Source: an optimization exercise on an open RTL-to-GDS flow (aim: a short achievable clock period and few clock cycles). Production flows keep margins and buffers that such runs may drop.
The RTL was checked by simulation tests, not by an equivalence proof against the original design.
No activity file was given, so power comes from the tool's default toggle rates.

File: flow/flow/run.sh
#!/bin/bash
# The standard layout (standard.sh, its synthesis unchanged), with two
# changes to how cells are picked: repair may resize a cell into one of
# another footprint, and the ports are buffered with buf_4 cells instead of
# the slow delay buffers buffer_ports picks on its own. make's full output
# goes to flow_make.log; ORFS keeps each step's log under orfs/logs.
set -euo pipefail
bash standard.sh \
    MATCH_CELL_FOOTPRINT=0 \
    "BUFFER_PORTS_ARGS=-buffer_cell sky130_fd_sc_hd__buf_4" \
    finish > flow_make.log 2>&1
File: flow/standard.sh
#!/bin/bash
# synth_recipe.tcl (not shown) runs the flow's synth.tcl, then flattens the netlist and writes it again
# the make line also repeats each setting of config.mk as NAME=value (left out here)
make -C /OpenROAD-flow-scripts/flow DESIGN_CONFIG=/design/flow/config.mk WORK_HOME=/design/flow/orfs CLKGATE_MAP_FILE= SYNTH_SCRIPT=/design/flow/synth_recipe.tcl "${@:-finish}"
File: flow/config.mk
export PLATFORM = sky130hd
export DESIGN_NAME = cache_top
export DESIGN_NICKNAME = cache_top
export VERILOG_FILES = /design/flow/design.v
export SDC_FILE = /design/flow/constraint.sdc
export NUM_CORES = 4
export LEC_CHECK = 0
export CAP_MARGIN = 20
export CORE_MARGIN = 2
export CORE_UTILIZATION = 40
export SETUP_SLACK_MARGIN = 3.5
export SLEW_MARGIN = 20
export SYNTH_HIERARCHICAL = 1
File: flow/constraint.sdc
create_clock -name core_clock -period 8.0 [get_ports {clk}]
set_input_delay 1.6000 -clock core_clock [delete_from_list [all_inputs] [get_ports {clk}]]
set_output_delay 1.6000 -clock core_clock [all_outputs]
set_load 0.01 [all_outputs]
File: flow/design.v
`timescale 1ns/1ps
`default_nettype none
package cache_pkg;
    localparam int words_per_line = 4;
    typedef logic [32-1:0]  word_t;
    typedef logic [(32 * 4)-1:0] block_t;
    typedef logic [30-1:0] proc_addr_t;
    typedef logic [28-1:0]  mem_addr_t;
    typedef enum logic [1:0] {
        st_idle       = 2'b00,
        st_write_back = 2'b01,
        st_refill     = 2'b10,
        st_unused     = 2'b11
    } cache_state_e;
endpackage
`default_nettype wire
`timescale 1ns/1ps
`default_nettype none
module cache_ctrl #(
    parameter int line_count = 8,
    parameter int tag_w      = 25
) (
    input  logic [line_count*tag_w-1:0]   tags,
    input  logic [line_count-1:0]         valid,
    input  logic [line_count-1:0]         dirty,
    input  cache_pkg::proc_addr_t         proc_addr,
    input  logic                          req,
    input  logic                          rd_q,
    input  logic                          wr_q,
    input  logic                          mem_ready,
    input  logic                          wb_pend_q,
    input  cache_pkg::mem_addr_t          wb_addr_q,
    output logic                          hit,
    output logic                          start_rd,
    output logic                          start_wr,
    output logic                          proc_stall,
    output logic                          mem_read,
    output logic                          mem_write,
    output cache_pkg::mem_addr_t          mem_addr
);
    localparam int index_w = $clog2(line_count);
    logic [index_w-1:0]    index;
    logic [tag_w-1:0]      tag;
    cache_pkg::mem_addr_t  block;
    logic [line_count-1:0] match;
    logic [line_count-1:0] line_sel;
    logic                  free;
    logic                  wb_block;
    assign index = proc_addr[2 +: index_w];
    assign tag   = proc_addr[2 + index_w +: tag_w];
    assign block = proc_addr[30-1 -: 28];
    always_comb begin
        for (int i = 0; i < line_count; i++) begin
            match[i]    = valid[i] && (tags[i*tag_w +: tag_w] == tag);
            line_sel[i] = (index == i);
        end
    end
    assign hit = |(line_sel & match);
    assign free     = !rd_q && (!wr_q || mem_ready);
    assign wb_block = wb_pend_q && (|(line_sel & dirty) || wb_addr_q == block);
    assign start_rd = req && !hit && free && !wb_block;
    assign start_wr = free && wb_pend_q && !start_rd;
    assign proc_stall = !(hit || (rd_q && mem_ready));
    assign mem_read  = (rd_q && !mem_ready) || start_rd;
    assign mem_write = (wr_q && !mem_ready) || start_wr;
    assign mem_addr  = ((wr_q && !mem_ready) || start_wr) ? wb_addr_q : block;
endmodule
`default_nettype wire
`timescale 1ns/1ps
`default_nettype none
module cache_line_store #(
    parameter int line_count = 8
) (
    input  logic [line_count*(32 * 4)-1:0] data,
    input  cache_pkg::block_t                    mem_rdata,
    input  logic [$clog2(line_count)-1:0]        index,
    input  logic [1:0]                           offset,
    input  logic                                 rd_q,
    output cache_pkg::word_t                     proc_rdata
);
    localparam int word_w = 32;
    assign proc_rdata = rd_q ? mem_rdata[offset*word_w +: word_w]
                             : data[index*(32 * 4) + offset*word_w +: word_w];
endmodule
`default_nettype wire
`timescale 1ns/1ps
`default_nettype none
module cache_top #(
    parameter int line_count = 8
) (
    input  logic                  clk,
    input  logic                  rst_n,
    input  logic                  proc_read,
    input  logic                  proc_write,
    input  cache_pkg::proc_addr_t proc_addr,
    input  cache_pkg::word_t      proc_wdata,
    output logic                  proc_stall,
    output cache_pkg::word_t      proc_rdata,
    output logic                  mem_read,
    output logic                  mem_write,
    output cache_pkg::mem_addr_t  mem_addr,
    input  cache_pkg::block_t     mem_rdata,
    output cache_pkg::block_t     mem_wdata,
    input  logic                  mem_ready
);
    localparam int word_w   = 32;
    localparam int offset_w = $clog2(cache_pkg::words_per_line);
    localparam int index_w  = $clog2(line_count);
    localparam int tag_w    = 28 - index_w;
    cache_pkg::block_t     data_q [line_count];
    logic [tag_w-1:0]      tag_q  [line_count];
    logic [line_count-1:0] valid_q;
    logic [line_count-1:0] dirty_q;
    logic                  rd_q;
    logic                  wr_q;
    logic [index_w-1:0]    fill_index_q;
    logic                  wb_pend_q;
    cache_pkg::mem_addr_t  wb_addr_q;
    cache_pkg::block_t     wb_data_q;
    logic                  req;
    logic [offset_w-1:0]   offset;
    logic [index_w-1:0]    index;
    logic [tag_w-1:0]      tag;
    logic                  hit;
    logic                  start_rd;
    logic                  start_wr;
    logic                  fill;
    logic [line_count*tag_w-1:0]          tags_flat;
    logic [line_count*(32 * 4)-1:0] data_flat;
    assign req    = proc_read | proc_write;
    assign offset = proc_addr[offset_w-1:0];
    assign index  = proc_addr[offset_w +: index_w];
    assign tag    = proc_addr[offset_w + index_w +: tag_w];
    assign fill   = rd_q && mem_ready;
    always_comb begin
        for (int i = 0; i < line_count; i++) begin
            tags_flat[i*tag_w +: tag_w]                   = tag_q[i];
            data_flat[i*(32 * 4) +: (32 * 4)] = data_q[i];
        end
    end
    cache_ctrl #(
        .line_count (line_count),
        .tag_w      (tag_w)
    ) u_ctrl (
        .tags       (tags_flat),
        .valid      (valid_q),
        .dirty      (dirty_q),
        .proc_addr  (proc_addr),
        .req        (req),
        .rd_q       (rd_q),
        .wr_q       (wr_q),
        .mem_ready  (mem_ready),
        .wb_pend_q  (wb_pend_q),
        .wb_addr_q  (wb_addr_q),
        .hit        (hit),
        .start_rd   (start_rd),
        .start_wr   (start_wr),
        .proc_stall (proc_stall),
        .mem_read   (mem_read),
        .mem_write  (mem_write),
        .mem_addr   (mem_addr)
    );
    cache_line_store #(
        .line_count (line_count)
    ) u_store (
        .data       (data_flat),
        .mem_rdata  (mem_rdata),
        .index      (index),
        .offset     (offset),
        .rd_q       (rd_q),
        .proc_rdata (proc_rdata)
    );
    assign mem_wdata = wb_data_q;
    always_ff @(posedge clk or negedge rst_n) begin
        if (!rst_n) begin
            rd_q      <= 1'b0;
            wr_q      <= 1'b0;
            wb_pend_q <= 1'b0;
        end else begin
            rd_q      <= start_rd || (rd_q && !mem_ready);
            wr_q      <= start_wr || (wr_q && !mem_ready);
            wb_pend_q <= (wb_pend_q && !start_wr) || (fill && dirty_q[fill_index_q]);
        end
    end
    always_ff @(posedge clk) begin
        if (!rd_q) begin
            fill_index_q <= index;
        end
    end
    always_ff @(posedge clk) begin
        if (fill && dirty_q[fill_index_q]) begin
            wb_addr_q <= {tag_q[fill_index_q], fill_index_q};
            wb_data_q <= data_q[fill_index_q];
        end
    end
    logic              write_hit;
    cache_pkg::block_t fill_data;
    assign write_hit = proc_write && hit && !rd_q;
    always_comb begin
        fill_data = mem_rdata;
        if (proc_write) begin
            fill_data[offset*word_w +: word_w] = proc_wdata;
        end
    end
    always_ff @(posedge clk) begin
        if (fill) begin
            data_q[index] <= fill_data;
            tag_q[index]  <= tag;
        end else if (write_hit) begin
            data_q[index][offset*word_w +: word_w] <= proc_wdata;
        end
    end
    always_ff @(posedge clk or negedge rst_n) begin
        if (!rst_n) begin
            valid_q <= '0;
            dirty_q <= '0;
        end else if (fill) begin
            valid_q[index] <= 1'b1;
            dirty_q[index] <= proc_write;
        end else if (write_hit) begin
            dirty_q[index] <= 1'b1;
        end
    end
endmodule
`default_nettype wire
==> results of run 1 <==
==> cell families (layout without fill, tap and decap cells) <==
kind of cell | count (synthesis) | after routing | synth area share, %
AO/OA/AOI/OAI | 748 | 750 | 8.71
XOR/XNOR | 229 | 229 | 2.89
adder cells (fa/ha/maj) | 10 | 10 | 0.180
buffers and inverters | 372 | 1090 | 2.76
flip-flops | 1402 | 1402 | 60.6
multiplexers | 1010 | 1010 | 21.0
other | 0 | 14 | 0
AND/OR/NAND/NOR | 523 | 529 | 3.94
==> power by group <==
group | internal [uW] | total [uW] | leakage [uW] | switching [uW]
combinational | 2740 | 6270 | 0.0152 | 3530
sequential | 8760 | 9080 | 0.0128 | 323
clock | 4220 | 7400 | 0.00252 | 3180
total | 15700 | 22800 | 0.0305 | 7040
==> synthesized netlist by cell type (28+ instances only) <==
cell / instances
nor4_1: 92
o21ai_0: 37
buf_2: 85
nand2_1: 145
a32oi_1: 64
a22o_1: 64
xor2_1: 212
and2_1: 34
or4_1: 28
a222oi_1: 28
buf_4: 46
nand3_1: 47
mux2i_1: 517
edfxtp_1: 1383
a21oi_1: 72
clkbuf_1: 178
a221oi_2: 48
a22oi_1: 192
nor2_1: 81
o22ai_1: 167
mux2_2: 153
mux4_2: 339
nor2b_1: 39
o41ai_2: 32
==> how the worst max path moves through the flow <==
stage / start / slack (ns) / depth (start not counted) / to
3_5_place_dp: proc_addr[6] / 1.64 / 12 / data_q[0][16]$_DFFE_PP_
3_3_place_gp: proc_addr[6] / 1.71 / 12 / data_q[3][26]$_DFFE_PP_
4_1_cts: proc_addr[4] / 2.68 / 9 / mem_addr[20]
5_1_grt: proc_addr[4] / 2.61 / 9 / mem_addr[20]
2_1_floorplan: proc_addr[25] / 2.99 / 11 / data_q[7][100]$_DFFE_PP_
6_report: proc_addr[4] / 2.64 / 9 / mem_addr[20]
==> layout make-up <==
class	count	area, um2
Inverter	12	45.0
Clock inverter	103	1190
Tap cell	2310	2890
Timing Repair Buffer	796	8930
Clock buffer	179	4010
Fill cell	14000	83700
Antenna cell	14	35.0
Multi-Input combinational cell	2528	29100
Sequential cell	1402	42000
==> flip-flops by register name (all words and copies together), names as in the netlist <==
register / flops
wr_q: 1
data_q: 1024
tag_q: 200
wb_pend_q: 1
wb_data_q: 128
wb_addr_q: 28
fill_index_q: 3
rd_q: 1
valid_q: 8
dirty_q: 8
==> what timing repair did <==
action | CTS | global route
gates resized for setup | 567 | 126
endpoints found under the setup margin | 2010 | 1114
pin swaps | 107 | 71
setup buffers | 152 | 52
cloned | 65 | 24
==> per-stage QoR <==
stage / util, % / area (um2) / total power (uW) / hold slack [ns]
floorplan: - / 70200 / 12400 / 0.424
global placement: 43.7 / 75200 / 14700 / 0.454
detailed placement: 43.7 / 75200 / 14700 / 0.464
CTS: 50.3 / 86500 / 22600 / 0.477
global route: 51.3 / 88200 / 23300 / 0.491
finish: 51.3 / 88200 / 22800 / 0.478
==> layer usage <==
layer | track usage [%] | routed length [um]
met5 | 0.0556 | 24
met4 | 18.1 | 21200
met3 | 8.40 | 36700
met2 | 49.7 | 134000
met1 | 42.3 | 106000
==> worst register-to-register path: cells and delay by family, from the launching register on <==
kind | cells | cell delay, ns
compound gates | 1 | 0.25
buf+inv | 5 | 3.03
flops | 1 | 0.48
simple gates | 1 | 0.23
==> summary.txt, run 1 <==
status=complete, no violations; layout cells sized above 1=40.4%; most frequent cells in the layout=1383 x edfxtp_1, 552 x buf_4, 515 x mux2i_1; Initial DRC Count=7985; Slew Viols, Final=0; Synth Register Bits=1402; TritonCTS clock tree=yes; Async SR Flop Fraction=1.36%; Synth Instances=4294; Startpoint Class=input port; DP HPWL=approximately 170 mm; P_leak=0.0305 uW; DP Worst Slack=1.64 ns; Final Hold Fails=0; num ports=386; R2R Setup Slk=3.57 ns; largest net degree at the start of global routing=roughly 160; maximum VDD drop=roughly 270 uV; crit path max fanout=5; Hold-fix buffers, CTS=0; Setup Viol. Count Final=0; CP max-delay cell=a222oi_1; max-cap violations=0; worst path arrival time=~3.8 ns; post-synth top area share=around 60%; cell chain of the critical path=buf_16, mux2_4, a221oi_4, o21ai_2, o22a_4, buf_12, a222oi_1, nand3_2, buf_6; TNS Setup=0 ns; die height=420 um; chip width=420 um; synth-to-layout area growth=27.1%; Worst Skew=around 0.051 ns; CTS H-tree depth=4; slowest stage delay, CP=roughly 0.5 ns; global placer's final weighted congestion=0.966; Hold EP=valid_q[3]$_DFFE_PN0P_; Worst Path Required=~6.4 ns; Yosys top cell by area=edfxtp_1; first-pass GRT wire length=396 mm; Nets=5100; RSZ-0062 raised after global routing=yes; initial core utilization=40.3%; Skew-Pair Late Insertion Delay=between 0.8 and 0.9 ns; row count=152; initial antenna violation count=16; Synth Cell Area=0.0694 mm2; Non-Filler Instances=7344; sequential share of the synthesized area=between 60% and 70%; buffers added on ports=about 390; most common flop cell mapped by yosys=edfxtp_1; Final min period=5.36 ns; hold path cells=1; Warnings, synthesis=33; total clock sinks=1402; reg2reg end=wb_data_q[72]$_DFFE_PP_; Clock Tree Buf Depth=3; total grt overflow=0; syn_area_per_cell=between 15 and 20 um2; TritonRoute pass-1 iters=9; largest cells by area after synthesis=edfxtp_1 60%, mux4_2 11%, mux2i_1 7.5%; root buffer cell=clkbuf_16; drt total wl=298 mm; hold_sp=valid_q[3]$_DFFE_PN0P_; Slew headroom=16.1%; Reg clk slew, reported paths=~0.06 ns; Synth cell types=65; DRC=0; PD cells=258 mW/mm2; DR vias=49800; total CTS buffers=approximately 160; period utilization=roughly two thirds; drt via density=6.78; R2R cell count=7; final worst slack=about 2.6 ns; Top delay family on crit path=compound AO/OA/AOI/OAI gates; wire per inst=40.6 um; Worst-Margin Slew=1.26 ns; Crit Path Class=input port to output port; Core Footprint=0.172 mm2; hold crit path type=register to register; Die ar.=0.177 mm2; DRT antenna net count=0; GRT Overall Usage=32.6%; EDFF count, synth=1383; RR Startpoint=rd_q$_DFF_PN0_; Max Freq=186 MHz; commonest non-fill, non-tap cell in the layout=edfxtp_1; crit end category=output port; number of global-route vias before repair=48500; syn nets=between 4000 and 5000; CP Buf/Inv Count=3; Placed Cells=6755
Testbench counts, summed over its fixed seeds: cycles 64,178.
==> run 2: changes to the inputs <==
--- a/flow/design.v
+++ b/flow/design.v
@@ -24,3 +24,2 @@
     input  logic [line_count-1:0]         valid,
-    input  logic [line_count-1:0]         dirty,
     input  cache_pkg::proc_addr_t         proc_addr,
@@ -30,3 +29,4 @@
     input  logic                          mem_ready,
-    input  logic                          wb_pend_q,
+    input  logic                          victim_dirty,
+    input  cache_pkg::mem_addr_t          victim_addr,
     input  cache_pkg::mem_addr_t          wb_addr_q,
@@ -47,3 +47,2 @@
     logic                  free;
-    logic                  wb_block;
     assign index = proc_addr[2 +: index_w];
@@ -59,5 +58,4 @@
     assign free     = !rd_q && (!wr_q || mem_ready);
-    assign wb_block = wb_pend_q && (|(line_sel & dirty) || wb_addr_q == block);
-    assign start_rd = req && !hit && free && !wb_block;
-    assign start_wr = free && wb_pend_q && !start_rd;
+    assign start_rd = req && !hit && free;
+    assign start_wr = rd_q && mem_ready && victim_dirty;
     assign proc_stall = !(hit || (rd_q && mem_ready));
@@ -65,3 +63,4 @@
     assign mem_write = (wr_q && !mem_ready) || start_wr;
-    assign mem_addr  = ((wr_q && !mem_ready) || start_wr) ? wb_addr_q : block;
+    assign mem_addr  = rd_q ? (mem_ready ? victim_addr : block)
+                            : ((wr_q && !mem_ready) ? wb_addr_q : block);
 endmodule
@@ -80,5 +79,34 @@
 );
-    localparam int word_w = 32;
-    assign proc_rdata = rd_q ? mem_rdata[offset*word_w +: word_w]
-                             : data[index*(32 * 4) + offset*word_w +: word_w];
+    localparam int word_w  = 32;
+    localparam int words_n = line_count * cache_pkg::words_per_line;
+    for (genvar b = 0; b < word_w; b++) begin : g_bit
+        logic [words_n-1:0] bits;
+        logic [3:0]         mem_bits;
+        for (genvar k = 0; k < words_n; k++) begin : g_word
+            assign bits[k] = data[k*word_w + b];
+        end
+        for (genvar w = 0; w < 4; w++) begin : g_mem
+            assign mem_bits[w] = mem_rdata[w*word_w + b];
+        end
+        cache_read_bit #(
+            .words_n (words_n)
+        ) u_bit (
+            .bits     (bits),
+            .mem_bits (mem_bits),
+            .sel      ({index, offset}),
+            .rd_q     (rd_q),
+            .q        (proc_rdata[b])
+        );
+    end
+endmodule
+module cache_read_bit #(
+    parameter int words_n = 32
+) (
+    input  logic [words_n-1:0]         bits,
+    input  logic [3:0]                 mem_bits,
+    input  logic [$clog2(words_n)-1:0] sel,
+    input  logic                       rd_q,
+    output logic                       q
+);
+    assign q = rd_q ? mem_bits[sel[1:0]] : bits[sel];
 endmodule
@@ -116,3 +144,2 @@
     logic [index_w-1:0]    fill_index_q;
-    logic                  wb_pend_q;
     cache_pkg::mem_addr_t  wb_addr_q;
@@ -146,3 +173,2 @@
         .valid      (valid_q),
-        .dirty      (dirty_q),
         .proc_addr  (proc_addr),
@@ -152,3 +178,4 @@
         .mem_ready  (mem_ready),
-        .wb_pend_q  (wb_pend_q),
+        .victim_dirty (dirty_q[fill_index_q]),
+        .victim_addr  ({tag_q[fill_index_q], fill_index_q}),
         .wb_addr_q  (wb_addr_q),
@@ -172,12 +199,10 @@
     );
-    assign mem_wdata = wb_data_q;
+    assign mem_wdata = wr_q ? wb_data_q : data_q[fill_index_q];
     always_ff @(posedge clk or negedge rst_n) begin
         if (!rst_n) begin
-            rd_q      <= 1'b0;
-            wr_q      <= 1'b0;
-            wb_pend_q <= 1'b0;
+            rd_q <= 1'b0;
+            wr_q <= 1'b0;
         end else begin
-            rd_q      <= start_rd || (rd_q && !mem_ready);
-            wr_q      <= start_wr || (wr_q && !mem_ready);
-            wb_pend_q <= (wb_pend_q && !start_wr) || (fill && dirty_q[fill_index_q]);
+            rd_q <= start_rd || (rd_q && !mem_ready);
+            wr_q <= start_wr || (wr_q && !mem_ready);
         end
@@ -190,3 +215,3 @@
     always_ff @(posedge clk) begin
-        if (fill && dirty_q[fill_index_q]) begin
+        if (start_wr) begin
             wb_addr_q <= {tag_q[fill_index_q], fill_index_q};
==> summary.txt, run 2 <==
worst path arrival time=3.41 ns; Yosys top cell by area=edfxtp_1; Initial DRC Count=roughly 8300; Top reg by flops=data_q; TritonCTS clock tree=yes; P_leak=approximately 0.035 uW; initial core utilization=40.3%; status=complete, no violations; post-synth top area share=56.9%; most common flop cell mapped by yosys=edfxtp_1; Placed Cells=around 7500; DR vias=56400; syn nets=5231; CTS H-tree depth=4; Worst Skew=between 0.04 and 0.05 ns; synth-to-layout area growth=33.7%; final worst slack=2.99 ns; total clock sinks=~1400; Reg clk slew, reported paths=0.06 ns; period utilization=62.7%; Setup Viol. Count Final=0; Comb power frac=a little under 50%; Synth Instances=approximately 5000; post-synthesis simple-gate area fraction=under 10%; Nets=approximately 6000; Crit Path Class=input port to output port; crit path max fanout=8; crit-path most repeated cell=buf_4; mux cell area share after synthesis=18.7%; maximum VDD drop=217 uV; total CTS buffers=160; Top Registers=data_q x1024, tag_q x200, wb_data_q x128; Clock Tree Buf Depth=3; TritonRoute pass-1 iters=6; Synth Cell Area=around 0.073 mm2; DP Worst Slack=1.82 ns; Non-Filler Instances=8310; Slew Viols, Final=0; Power Internal=approximately 21000 uW; RSZ-0062 raised after global routing=yes; Switching Fraction=36.3%; DRC=0; sequential share of the synthesized area=57.6%; Worst Path Required=between 6 and 7 ns; DP HPWL=167 mm; Die ar.=about 0.19 mm2; combinational family with the most area after synthesis=multiplexers; CP Buf/Inv Count=5; slowest stage delay, CP=around 0.32 ns; first-pass GRT wire length=approximately 440 mm; hold crit path type=register to register; Warnings, synthesis=8; Switching Power=11700 uW; largest net degree at the start of global routing=90; top-count cell post-synth=edfxtp_1; Final Hold Fails=0; number of global-route vias before repair=54100; global placer's final weighted congestion=0.895; Clock power frac=between 20% and 30%; cell chain of the critical path=buf_16, buf_12, buf_4, clkbuf_16, a2111oi_4, a221oi_1, a22oi_1, a41oi_2, buf_4; Core Footprint=0.181 mm2; chip width=431 um; Synth top cells by count=1383 x edfxtp_1, 668 x mux2i_1, 439 x mux2_2; CP max-delay cell=a2111oi_4; commonest non-fill, non-tap cell in the layout=edfxtp_1; drt total wl=332 mm; Worst-Margin Slew=1.23 ns; Async SR Flop Fraction=1.28%; layout cells sized above 1=41.8%; EDFF count, synth=1383; Synth Register Bits=1404; die height=431 um; buffers added on ports=385; drt via density=a little under 7; xor-xnor portion of the synthesized cell area=2.45%; Synth cell types=59; Post-Synth Adder-Cell Area=0.171%; max reg flops=1024; syn_area_per_cell=14.5 um2; post-synthesis compound-gate area fraction=11.1%; initial antenna violation count=9; crit end category=output port; total grt overflow=0; PD cells=331 mW/mm2; Slew headroom=17.9%; num ports=386; Max Freq=around 200 MHz; Startpoint Class=input port; wire per inst=about 40 um; largest cells by area after synthesis=edfxtp_1 57%, mux2i_1 9.2%, mux2_2 6.8%; GRT Overall Usage=33.8%; max-cap violations=0; row count=approximately 160; Seq pwr share=28.2%; Top delay family on crit path=compound AO/OA/AOI/OAI gates; DRT antenna net count=0; root buffer cell=clkbuf_16; TNS Setup=0 ns; Skew-Pair Late Insertion Delay=between 0.8 and 0.9 ns; most frequent cells in the layout=1383 x edfxtp_1, 627 x mux2i_1, 503 x buf_4; Final min period=5.01 ns
[run 2: per-stage QoR]
step / hold WS, ns / cell area [um2] / utilization (%) / power (uW)
after floorplan: 0.420 / 73100 / - / 15100
after global placement: 0.474 / 77900 / 43.0 / 18900
after detailed placement: 0.475 / 78000 / 43.0 / 18900
after CTS: 0.489 / 93400 / 51.6 / 30800
after global routing: 0.511 / 97600 / 53.9 / 33000
final: 0.487 / 97600 / 53.9 / 32400
[run 2: cell families after synthesis]
| family | Yosys count |
|---|---|
| DFF | 1404 |
| muxes | 1191 |
| AOI/OAI and AO/OA | 960 |
| and+or+nand+nor | 812 |
| buffers and inverters | 447 |
| xor gates and xnor gates | 202 |
| adders and majority gates | 10 |
[run 2: metal layers]
metal  global-route usage (%)  vias up  wire [um]
li1                         -    21900          -
met1                     43.1    28500     119000
met2                     51.4     4709     145000
met3                     8.94     1262      41400
met4                     20.8        4      26000
met5                        0        -         70
[run 2: final cells by class]
type                            count  area (um2)
Sequential cell                  1404       42100
Tap cell                         2370        2970
Inverter                           74         282
Antenna cell                        9        22.5
Clock inverter                     88         840
Multi-Input combinational cell   3180       34500
Clock buffer                      192        4170
Timing Repair Buffer              993       12800
Fill cell                       14300       83500
[run 2: power groups by stage]
stage	logic, uW	clock network, uW	registers (uW)
2_1_floorplan	5950	0	9140
3_3_place_gp	9450	0	9410
3_5_place_dp	9490	0	9420
4_1_cts	14400	7250	9100
5_1_grt	16300	7550	9150
6_report	16000	7250	9120
[run 2: worst paths after layout]
check                                       start                      end  slack (ns)  cells after the start
setup / recovery                     proc_addr[0]           proc_rdata[17]        2.99                      9
hold / removal             dirty_q[6]$_DFFE_PN0P_   dirty_q[6]$_DFFE_PN0P_        0.49                      1
setup reg to reg           tag_q[3][15]$_DFFE_PP_  data_q[6][48]$_DFFE_PP_        3.79                     10
hold reg to reg            dirty_q[6]$_DFFE_PN0P_   dirty_q[6]$_DFFE_PN0P_        0.49                      1
max in group asynchronous                   rst_n           rd_q$_DFF_PN0_        7.10                      1
min in group asynchronous                   rst_n   valid_q[6]$_DFFE_PN0P_        0.66                      1
[run 2: repair_timing]
item	in CTS	in global routing
gates cloned	164	26
hold buffers	0	0
pin swaps	158	162
hold endpoints to repair	0	0
resized for setup	1043	537
endpoints found under the setup margin	1933	659
setup buffers	178	110
Testbench counts of run 2, summed over its fixed seeds: cycles 66,203.
==> run 3: changes to the inputs <==
--- a/flow/design.v
+++ b/flow/design.v
@@ -24,2 +24,3 @@
     input  logic [line_count-1:0]         valid,
+    input  logic [line_count-1:0]         dirty,
     input  cache_pkg::proc_addr_t         proc_addr,
@@ -29,4 +30,4 @@
     input  logic                          mem_ready,
-    input  logic                          victim_dirty,
-    input  cache_pkg::mem_addr_t          victim_addr,
+    input  logic                          wb_pend_q,
+    input  logic                          guess_hit_q,
     input  cache_pkg::mem_addr_t          wb_addr_q,
@@ -41,11 +42,58 @@
     localparam int index_w = $clog2(line_count);
-    logic [index_w-1:0]    index;
-    logic [tag_w-1:0]      tag;
-    cache_pkg::mem_addr_t  block;
+    logic rd_wait;
+    logic rd_if_miss;
+    logic fill;
+    logic addr_wb;
+    cache_hit #(
+        .line_count (line_count),
+        .tag_w      (tag_w)
+    ) u_hit (
+        .tags  (tags),
+        .valid (valid),
+        .index (proc_addr[2 +: index_w]),
+        .tag   (proc_addr[2 + index_w +: tag_w]),
+        .hit   (hit)
+    );
+    cache_req #(
+        .line_count (line_count)
+    ) u_req (
+        .dirty       (dirty),
+        .index       (proc_addr[2 +: index_w]),
+        .req         (req),
+        .rd_q        (rd_q),
+        .wr_q        (wr_q),
+        .mem_ready   (mem_ready),
+        .wb_pend_q   (wb_pend_q),
+        .guess_hit_q (guess_hit_q),
+        .rd_wait     (rd_wait),
+        .rd_if_miss  (rd_if_miss),
+        .fill        (fill),
+        .start_wr    (start_wr),
+        .mem_write   (mem_write),
+        .addr_wb     (addr_wb)
+    );
+    cache_req_late u_late (
+        .hit        (hit),
+        .rd_wait    (rd_wait),
+        .rd_if_miss (rd_if_miss),
+        .fill       (fill),
+        .start_rd   (start_rd),
+        .proc_stall (proc_stall),
+        .mem_read   (mem_read)
+    );
+    assign mem_addr = addr_wb ? wb_addr_q
+                              : proc_addr[30-1 -: 28];
+endmodule
+module cache_hit #(
+    parameter int line_count = 8,
+    parameter int tag_w      = 25
+) (
+    input  logic [line_count*tag_w-1:0]   tags,
+    input  logic [line_count-1:0]         valid,
+    input  logic [$clog2(line_count)-1:0] index,
+    input  logic [tag_w-1:0]              tag,
+    output logic                          hit
+);
     logic [line_count-1:0] match;
     logic [line_count-1:0] line_sel;
-    logic                  free;
-    assign index = proc_addr[2 +: index_w];
-    assign tag   = proc_addr[2 + index_w +: tag_w];
-    assign block = proc_addr[30-1 -: 28];
     always_comb begin
@@ -57,10 +105,44 @@
     assign hit = |(line_sel & match);
-    assign free     = !rd_q && (!wr_q || mem_ready);
-    assign start_rd = req && !hit && free;
-    assign start_wr = rd_q && mem_ready && victim_dirty;
-    assign proc_stall = !(hit || (rd_q && mem_ready));
-    assign mem_read  = (rd_q && !mem_ready) || start_rd;
-    assign mem_write = (wr_q && !mem_ready) || start_wr;
-    assign mem_addr  = rd_q ? (mem_ready ? victim_addr : block)
-                            : ((wr_q && !mem_ready) ? wb_addr_q : block);
+endmodule
+module cache_req #(
+    parameter int line_count = 8
+) (
+    input  logic [line_count-1:0]         dirty,
+    input  logic [$clog2(line_count)-1:0] index,
+    input  logic                          req,
+    input  logic                          rd_q,
+    input  logic                          wr_q,
+    input  logic                          mem_ready,
+    input  logic                          wb_pend_q,
+    input  logic                          guess_hit_q,
+    output logic                          rd_wait,
+    output logic                          rd_if_miss,
+    output logic                          fill,
+    output logic                          start_wr,
+    output logic                          mem_write,
+    output logic                          addr_wb
+);
+    logic free;
+    logic wb_first;
+    assign free = !rd_q && (!wr_q || mem_ready);
+    assign wb_first = !req || guess_hit_q || dirty[index];
+    assign rd_wait    = rd_q && !mem_ready;
+    assign rd_if_miss = req && free && !(wb_pend_q && wb_first);
+    assign fill       = rd_q && mem_ready;
+    assign start_wr   = free && wb_pend_q && wb_first;
+    assign mem_write  = (wr_q && !mem_ready) || start_wr;
+    assign addr_wb    = (wr_q && !mem_ready) || start_wr;
+endmodule
+module cache_req_late (
+    input  logic hit,
+    input  logic rd_wait,
+    input  logic rd_if_miss,
+    input  logic fill,
+    output logic start_rd,
+    output logic proc_stall,
+    output logic mem_read
+);
+    assign start_rd = rd_if_miss && !hit;
+    assign mem_read = rd_wait || start_rd;
+    assign proc_stall = !(hit || fill);
 endmodule
@@ -144,2 +226,5 @@
     logic [index_w-1:0]    fill_index_q;
+    logic                  fill_fwd_q;
+    logic                  guess_hit_q;
+    logic                  wb_pend_q;
     cache_pkg::mem_addr_t  wb_addr_q;
@@ -154,2 +239,3 @@
     logic                  fill;
+    cache_pkg::block_t     fill_block;
     logic [line_count*tag_w-1:0]          tags_flat;
@@ -173,2 +259,3 @@
         .valid      (valid_q),
+        .dirty      (dirty_q),
         .proc_addr  (proc_addr),
@@ -178,4 +265,4 @@
         .mem_ready  (mem_ready),
-        .victim_dirty (dirty_q[fill_index_q]),
-        .victim_addr  ({tag_q[fill_index_q], fill_index_q}),
+        .wb_pend_q  (wb_pend_q),
+        .guess_hit_q (guess_hit_q),
         .wb_addr_q  (wb_addr_q),
@@ -193,3 +280,3 @@
         .data       (data_flat),
-        .mem_rdata  (mem_rdata),
+        .mem_rdata  (fill_block),
         .index      (index),
@@ -199,10 +286,20 @@
     );
-    assign mem_wdata = wr_q ? wb_data_q : data_q[fill_index_q];
+    assign mem_wdata = wb_data_q;
+    assign fill_block = fill_fwd_q ? wb_data_q : mem_rdata;
     always_ff @(posedge clk or negedge rst_n) begin
         if (!rst_n) begin
-            rd_q <= 1'b0;
-            wr_q <= 1'b0;
+            rd_q      <= 1'b0;
+            wr_q      <= 1'b0;
+            wb_pend_q <= 1'b0;
         end else begin
-            rd_q <= start_rd || (rd_q && !mem_ready);
-            wr_q <= start_wr || (wr_q && !mem_ready);
+            rd_q      <= start_rd || (rd_q && !mem_ready);
+            wr_q      <= start_wr || (wr_q && !mem_ready);
+            wb_pend_q <= (wb_pend_q && !start_wr) || (fill && dirty_q[fill_index_q]);
+        end
+    end
+    always_ff @(posedge clk or negedge rst_n) begin
+        if (!rst_n) begin
+            guess_hit_q <= 1'b0;
+        end else if (req && !proc_stall) begin
+            guess_hit_q <= (offset != 2'd3);
         end
@@ -212,2 +309,3 @@
             fill_index_q <= index;
+            fill_fwd_q   <= wb_pend_q && (wb_addr_q == proc_addr[30-1 -: 28]);
         end
@@ -215,3 +313,3 @@
     always_ff @(posedge clk) begin
-        if (start_wr) begin
+        if (fill && dirty_q[fill_index_q]) begin
             wb_addr_q <= {tag_q[fill_index_q], fill_index_q};
@@ -224,3 +322,3 @@
     always_comb begin
-        fill_data = mem_rdata;
+        fill_data = fill_block;
         if (proc_write) begin
==> summary.txt, run 3 <==
Yosys top cell by area=edfxtp_1; Setup Viol. Count Final=0; largest net degree at the start of global routing=134; Skew-Pair Late Insertion Delay=0.82 ns; area of the multi-input gates=0.0304 mm2; Crit Path Class=input port to output port; wire per inst=approximately 37 um; TNS Setup=0 ns; Synth Register Bits=about 1400; Core Util, Final=50.7%; # fillers=about 15000; Nets=5340; number of global-route vias before repair=approximately 48000; total CTS buffers=around 150; max-cap violations=0; drt via density=6.57; P_leak=0.0306 uW; Async SR Flop Fraction=about 1.4%; crit end category=output port; sequential share of the synthesized area=58.8%; PD cells=about 260 mW/mm2; syn_area_per_cell=15.9 um2; top-count cell post-synth=edfxtp_1; total clock sinks=~1400; Final Hold Fails=0; Worst-Margin Slew=1.18 ns; max reg flops=1024; Reg clk slew, reported paths=0.06 ns; root buffer cell=clkbuf_16; Slew headroom=21.2%; period utilization=62.4%; Startpoint Class=input port; Worst Skew=roughly 0.048 ns; Synth Cell Area=0.0715 mm2; buffers added on ports=385; Final min period=4.99 ns; TritonRoute pass-1 iters=9; Synth top cells by count=1384 x edfxtp_1, 421 x mux2i_1, 307 x mux4_2; Clock power frac=between 30% and 40%; EDFF count, synth=about 1400; crit path max fanout=6; DRC=0; initial core utilization=40.2%; first-pass GRT wire length=376 mm; TritonCTS clock tree=yes; Warnings, synthesis=33; DR vias=50100; Placed Cells=7045; global placer's final weighted congestion=0.931; row count=approximately 160; Synth Instances=4506; Clock Tree Buf Depth=3; total grt overflow=0; Switching Fraction=31.1%; layout cells sized above 1=41.8%; Worst Path Required=6.40 ns; maximum VDD drop=between 200 and 250 uV; status=complete, no violations; Top reg by flops=data_q; largest cells by area after synthesis=edfxtp_1 58%, mux4_2 9.7%, mux2i_1 5.9%; Die ar.=0.182 mm2; Seq pwr share=39.3%; drt total wl=285 mm; commonest non-fill, non-tap cell in the layout=edfxtp_1; DP HPWL=approximately 160 mm; Non-Filler Instances=7630; Slew Viols, Final=0; die height=427 um; Top Registers=data_q x1024, tag_q x200, wb_data_q x128; Comb power frac=approximately 30%; most frequent cells in the layout=1384 x edfxtp_1, 522 x buf_4, 376 x mux2i_1; RSZ-0062 raised after global routing=yes; post-synth top area share=a little under 60%; Power Internal=16400 uW; hold crit path type=register to register; Switching Power=7410 uW; Synth cell types=a little over 60; Max Freq=200 MHz; area occupied by registers=roughly 0.042 mm2; most common flop cell mapped by yosys=edfxtp_1; num ports=approximately 390; initial antenna violation count=14; DRT antenna net count=0; chip width=427 um; synth-to-layout area growth=26.2%; worst path arrival time=3.39 ns; CTS H-tree depth=4; syn nets=4712; Initial DRC Count=roughly 7300; Core Footprint=0.178 mm2; GRT Overall Usage=29.5%
-- run 3: path summary, 6_finish.rpt --
check	start	end	slack (ns)	cells after the start
min reg2reg	valid_q[1]$_DFFE_PN0P_	valid_q[1]$_DFFE_PN0P_	0.48	1
min	valid_q[1]$_DFFE_PN0P_	valid_q[1]$_DFFE_PN0P_	0.48	1
max in group asynchronous	rst_n	rd_q$_DFF_PN0_	7.06	1
max	proc_addr[2]	proc_rdata[17]	3.01	8
max reg2reg	tag_q[2][3]$_DFFE_PP_	data_q[7][14]$_DFFE_PP_	3.96	9
min in group asynchronous	rst_n	wb_pend_q$_DFF_PN0_	0.69	1
-- run 3: routing by layer --
metal | vias to the layer above | global-route usage (%) | routed length [um]
met2 | 3812 | 45.5 | 129000
met5 | - | 0 | 42
met4 | 6 | 16.0 | 19100
li1 | 19800 | - | -
met3 | 820 | 6.78 | 33400
met1 | 25600 | 38.6 | 104000
-- run 3: power groups by stage --
stage / sequential, uW / clock, uW / combinational (uW)
4_1_cts: 9350 / 7460 / 6470
3_3_place_gp: 9490 / 0 / 5860
5_1_grt: 9410 / 7740 / 7300
2_1_floorplan: 9460 / 0 / 3610
3_5_place_dp: 9490 / 0 / 5890
6_report: 9370 / 7410 / 7060
-- run 3: cell type report --
class / count / share of cell area, %
multi-input cells: 2668 / 33.7
diodes: 10 / 0.0277
well taps: 2355 / 3.26
flip-flops and latches: 1404 / 46.6
inverters: 106 / 0.444
clock buffers: 182 / 4.43
clock inverters: 104 / 1.34
repair buffers: 801 / 10.2
-- run 3: cell families (layout without fill, tap and decap cells) --
logic type               after synthesis  after routing  share of synthesized area (%)
AND/OR/NAND/NOR                      713            713                           5.45
XOR/XNOR                             230            230                           2.82
multiplexers                        1038           1038                           21.2
AO/OA/AOI/OAI                        676            676                           7.58
buffers and inverters                434           1193                           3.94
flip-flops                          1404           1404                           58.8
adder cells (fa/ha/maj)               11             11                          0.192
other                                  0             10                              0
-- run 3: metrics by stage --
step,total power [uW],hold slack [ns],instance area (um2),worst slack [ns]
after floorplan,13100,0.424,71600,0.865
after global placement,15400,0.465,76600,1.61
after detailed placement,15400,0.470,76600,1.61
after CTS,23300,0.491,86700,3.03
after global routing,24500,0.505,90200,3.00
final,23800,0.482,90300,3.01
-- run 3: worst max-delay path, cell delays in order --
cell and delay, ns:
buf_16 0.14, buf_16 0.17, buf_6 0.14, and2b_1 0.20, a221oi_2 0.28, a22oi_1 0.15
a41oi_2 0.44, buf_4 0.22
-- run 3: Yosys stat by module, one instance, submodules excluded, excerpt --
module / times used / flip-flops and latches / cell area, um2
cache_req_late: 1 / 0 / 16.3
cache_top: 1 / 1404 / 56100
-- run 3: what timing repair did --
| item | 4_1_cts | 5_1_grt |
|---|---|---|
| setup buffers | 91 | 97 |
| setup endpoints to repair | 1973 | 1158 |
| pin swaps | 101 | 136 |
| hold buffers | 0 | 0 |
| cloned | 71 | 30 |
| resized for setup | 492 | 412 |
Testbench counts of run 3, summed over its fixed seeds: cycles 65,414.

static timing again, ports no longer ideal:
How much do the figures lean on ideal ports? The routed layouts below were timed once more, with nothing changed but the port constraints. Step 1 sets driving cells, clkbuf_16 on the clock port and buf_2 on the other inputs (assumed; they add their load-dependent delay and slew). Step 2, shift: input delay + t, output delay - t, t = (earliest + latest rising clock arrival at the registers) / 2. This alone moves slack from input paths to output paths. Three values: ideal, step 1, step 2; two values: the first two.
run	t (ns)	slack for setup (ns)	worst register clock-pin slew, ns	pins driven straight from the clock port
run 1	0.911	2.638 / 2.379 / 2.357	0.07 / 0.07	1
run 2	0.913	2.987 / 2.393 / 2.037	0.07 / 0.07	1
run 3	0.869	3.008 / 2.270 / 2.270	0.07 / 0.07	1
After both steps setup and hold are still met in every run listed. The setup slack of run 2, which loses most, moves by -0.594 ns with the drivers and by -0.950 ns with both steps.
